This is an optimization exercise on Yosys and OpenROAD, whose aim is small area, a short achievable clock period and few clock cycles, not a production implementation. Where RTL was checked, it was by simulation tests only, not by an equivalence proof against the original. Power is estimated from default activity; no workload was simulated.

==> module codma_top, before the edit <==
module codma_top(
    input  logic                         clk_i,
    input  logic                         reset_n_i,
    input  logic                         start_i,
    input  logic [codma_pkg::ADDR_W-1:0] task_pointer_i,
    input  logic [codma_pkg::ADDR_W-1:0] status_pointer_i,
    output logic                         busy_o,
    output logic                         irq_o,
    output logic                         bus_req_o,
    output logic                         bus_we_o,
    output logic [codma_pkg::ADDR_W-1:0] bus_addr_o,
    output logic [codma_pkg::DATA_W-1:0] bus_wdata_o,
    input  logic [codma_pkg::DATA_W-1:0] bus_rdata_i,
    input  logic                         bus_ack_i,
    input  logic                         bus_error_i
);
    logic fetch_r;      
    logic pend_r;       
    logic read_r;       
    logic write_r;      
    logic fin_r;        
    logic busy_r;
    logic we_r;
    logic irq_r;
    logic pend_err_r;   
    logic burst_r;      
    logic [2:0]  cnt_r;
    logic [31:0] addr_r;    
    logic [31:0] next_r;    
    logic [29:0] words_r;   
    logic [31:0] buf_r [8];  
    logic resp;
    logic [31:0] addr_inc;
    logic desc_ok;
    logic rd_last, wr_last, task_last;
    logic copy_fail, fin_end, fin_retry;
    assign resp      = bus_ack_i | bus_error_i;
    assign addr_inc  = addr_r + 32'd4;
    assign desc_ok   = (bus_rdata_i != 32'd0) &&
                       (buf_r[5][31:1] == 31'd0) &&
                       (buf_r[5][0] ? (bus_rdata_i[4:0] == 5'd0) : (bus_rdata_i[1:0] == 2'd0));
    assign rd_last   = !burst_r || (cnt_r == 3'd7);
    assign wr_last   = rd_last;
    assign task_last = (words_r == 30'd1);
    assign fin_end   = fin_r && (bus_ack_i || (bus_error_i && buf_r[0][1]));
    assign fin_retry = fin_r && bus_error_i && !buf_r[0][1];
    assign busy_o      = busy_r;
    assign irq_o       = irq_r;
    assign bus_req_o   = busy_r;
    assign bus_we_o    = we_r;
    assign bus_addr_o  = addr_r;
    assign bus_wdata_o = buf_r[0];
    always_ff @(posedge clk_i or negedge reset_n_i) begin
        if (!reset_n_i) begin
            fetch_r <= 1'b0;
            pend_r  <= 1'b0;
            read_r  <= 1'b0;
            write_r <= 1'b0;
            fin_r   <= 1'b0;
            busy_r  <= 1'b0;
            we_r    <= 1'b0;
            irq_r   <= 1'b0;
        end else begin
            irq_r <= fin_end;
            if (!busy_r) begin
                if (start_i) begin
                    busy_r  <= 1'b1;
                    fetch_r <= 1'b1;
                end
            end else if (fetch_r) begin
                if (bus_error_i) begin
                    fetch_r <= 1'b0;
                    fin_r   <= 1'b1;
                    we_r    <= 1'b1;
                end else if (bus_ack_i && cnt_r[1:0] == 2'd3) begin
                    fetch_r <= 1'b0;
                    pend_r  <= desc_ok;
                    fin_r   <= !desc_ok;
                    we_r    <= 1'b1;
                end
            end else if (pend_r) begin
                if (resp) begin
                    pend_r <= 1'b0;
                    read_r <= 1'b1;
                    we_r   <= 1'b0;
                end
            end else if (read_r) begin
                if (bus_error_i) begin
                    read_r <= 1'b0;
                    fin_r  <= 1'b1;
                    we_r   <= 1'b1;
                end else if (bus_ack_i && rd_last) begin
                    read_r  <= 1'b0;
                    write_r <= 1'b1;
                    we_r    <= 1'b1;
                end
            end else if (write_r) begin
                if (bus_error_i || (bus_ack_i && task_last)) begin
                    write_r <= 1'b0;
                    fin_r   <= 1'b1;
                end else if (bus_ack_i && wr_last) begin
                    write_r <= 1'b0;
                    read_r  <= 1'b1;
                    we_r    <= 1'b0;
                end
            end else if (fin_end) begin
                fin_r  <= 1'b0;
                busy_r <= 1'b0;
                we_r   <= 1'b0;
            end
        end
    end
    always_ff @(posedge clk_i) begin
        if (!busy_r) begin
            cnt_r      <= 3'd0;
            pend_err_r <= 1'b0;
            addr_r     <= task_pointer_i;
        end else if (fetch_r) begin
            if (bus_error_i) begin
                addr_r <= status_pointer_i;
            end else if (bus_ack_i) begin
                cnt_r <= cnt_r + 3'd1;
                if (cnt_r[1:0] == 2'd3) begin
                    addr_r  <= status_pointer_i;
                    next_r  <= buf_r[6];    
                    burst_r <= buf_r[5][0];
                    words_r <= bus_rdata_i[31:2];
                end else begin
                    addr_r <= addr_inc;
                end
            end
        end else if (pend_r) begin
            if (resp) begin
                cnt_r      <= 3'd0;
                pend_err_r <= bus_error_i;
                addr_r     <= next_r;       
                next_r     <= buf_r[6];     
            end
        end else if (read_r || write_r) begin
            if (bus_error_i) begin
                addr_r <= status_pointer_i;
            end else if (bus_ack_i) begin
                cnt_r <= cnt_r + 3'd1;
                if (write_r) begin
                    words_r <= words_r - 30'd1;
                end
                if (write_r && task_last) begin
                    addr_r <= status_pointer_i;
                end else if (rd_last) begin
                    addr_r <= next_r;
                    next_r <= addr_inc;
                end else begin
                    addr_r <= addr_inc;
                end
            end
        end
    end
    always_ff @(posedge clk_i) begin
        if (resp) begin
            for (int i = 0; i < 7; i++) begin
                buf_r[i] <= buf_r[i + 1];
            end
            buf_r[7] <= bus_rdata_i;
        end
        if (fetch_r && bus_error_i) begin
            buf_r[0] <= codma_pkg::STATUS_ERROR;
        end else if (fetch_r && bus_ack_i && cnt_r[1:0] == 2'd3) begin
            buf_r[0] <= desc_ok ? codma_pkg::STATUS_PENDING : codma_pkg::STATUS_ERROR;
        end else if (read_r && bus_error_i) begin
            buf_r[0] <= codma_pkg::STATUS_ERROR;
        end else if (read_r && bus_ack_i && !burst_r) begin
            buf_r[0] <= bus_rdata_i;
        end else if (write_r && (bus_error_i || (bus_ack_i && task_last))) begin
            buf_r[0] <= (bus_error_i || pend_err_r) ? codma_pkg::STATUS_ERROR : codma_pkg::STATUS_DONE;
        end else if (fin_retry) begin
            buf_r[0] <= codma_pkg::STATUS_ERROR;
        end
    end
endmodule
make LEC_CHECK=0 CAP_MARGIN=20 CORE_MARGIN=2 CORE_UTILIZATION=40 SETUP_SLACK_MARGIN=3.6 SLEW_MARGIN=20 finish   # period 6.0 ns
run.sh (not shown) runs the stock make flow with config.mk's settings and CLKGATE_MAP_FILE= SYNTH_SCRIPT=/design/flow/synth_recipe.tcl, a recipe that flattens the netlist after the stock synthesis.
Testbench counts at the start, summed over its fixed seeds: cycles 33,685.
Then changed:
--- a/flow/design.v
+++ b/flow/design.v
@@ -67,4 +67,5 @@
     logic [31:0] next_r;    
     logic [29:0] words_r;   
+    logic        last_r;    
     logic [31:0] buf_r [8];  
     logic resp;
@@ -80,5 +81,5 @@
     assign rd_last   = !burst_r || (cnt_r == 3'd7);
     assign wr_last   = rd_last;
-    assign task_last = (words_r == 30'd1);
+    assign task_last = last_r;
     assign fin_end   = fin_r && (bus_ack_i || (bus_error_i && buf_r[0][1]));
     assign fin_retry = fin_r && bus_error_i && !buf_r[0][1];
@@ -164,4 +165,5 @@
                     burst_r <= buf_r[5][0];
                     words_r <= bus_rdata_i[31:2];
+                    last_r  <= (bus_rdata_i[31:2] == 30'd1);
                 end else begin
                     addr_r <= addr_inc;
@@ -182,4 +184,5 @@
                 if (write_r) begin
                     words_r <= words_r - 30'd1;
+                    last_r  <= (words_r == 30'd2);
                 end
                 if (write_r && task_last) begin
The changed run completed with no timing, DRC or antenna violations. Sequential power goes down by about 2%. Routed wire length drops by 4.6%. Total power is lower by 2.3%. Setup slack gains 0.40 ns. Worst hold slack stays flat. Design area shrinks by about 4%. Area after synthesis falls by about 3%. Fmax goes up by 16%. Flip-flop and latch count came out higher by 1. Critical path depth is lower by 5. Clock power barely changes. Via count falls by about 6.5%. Non-clock buffer count is lower by 19.
Function not checked in the second run of this note: the RTL went through the layout flow alone.

[static timing again, ports no longer ideal]
How much do the figures lean on ideal ports? The routed layouts below were timed once more, with nothing changed but the port constraints.
Step 1: set_driving_cell puts a clkbuf_16 on clk_i and a buf_2 on each other input, an assumption about the parent block.
Step 2, shift: input delay + t, output delay - t, t = (earliest + latest rising clock arrival at the registers) / 2. This alone moves slack from input paths to output paths.
a / b / c = no drivers / after step 1 / after step 2; a / b = the first two.
run | t (ns) | slack for setup (ns) | clock arrival spread, ns | worst slew at a driven data input, ns
the first run | 0.581 | 3.109 / 3.109 / 2.746 | 0.015 / 0.015 | 0.07
the second run | 0.577 | 3.512 / 3.460 / 3.108 | 0.013 / 0.013 | 0.07
After both steps setup and hold are still met in every run listed. The setup slack of the second run, which loses most, moves by -0.052 ns with the drivers and by -0.404 ns with both steps.
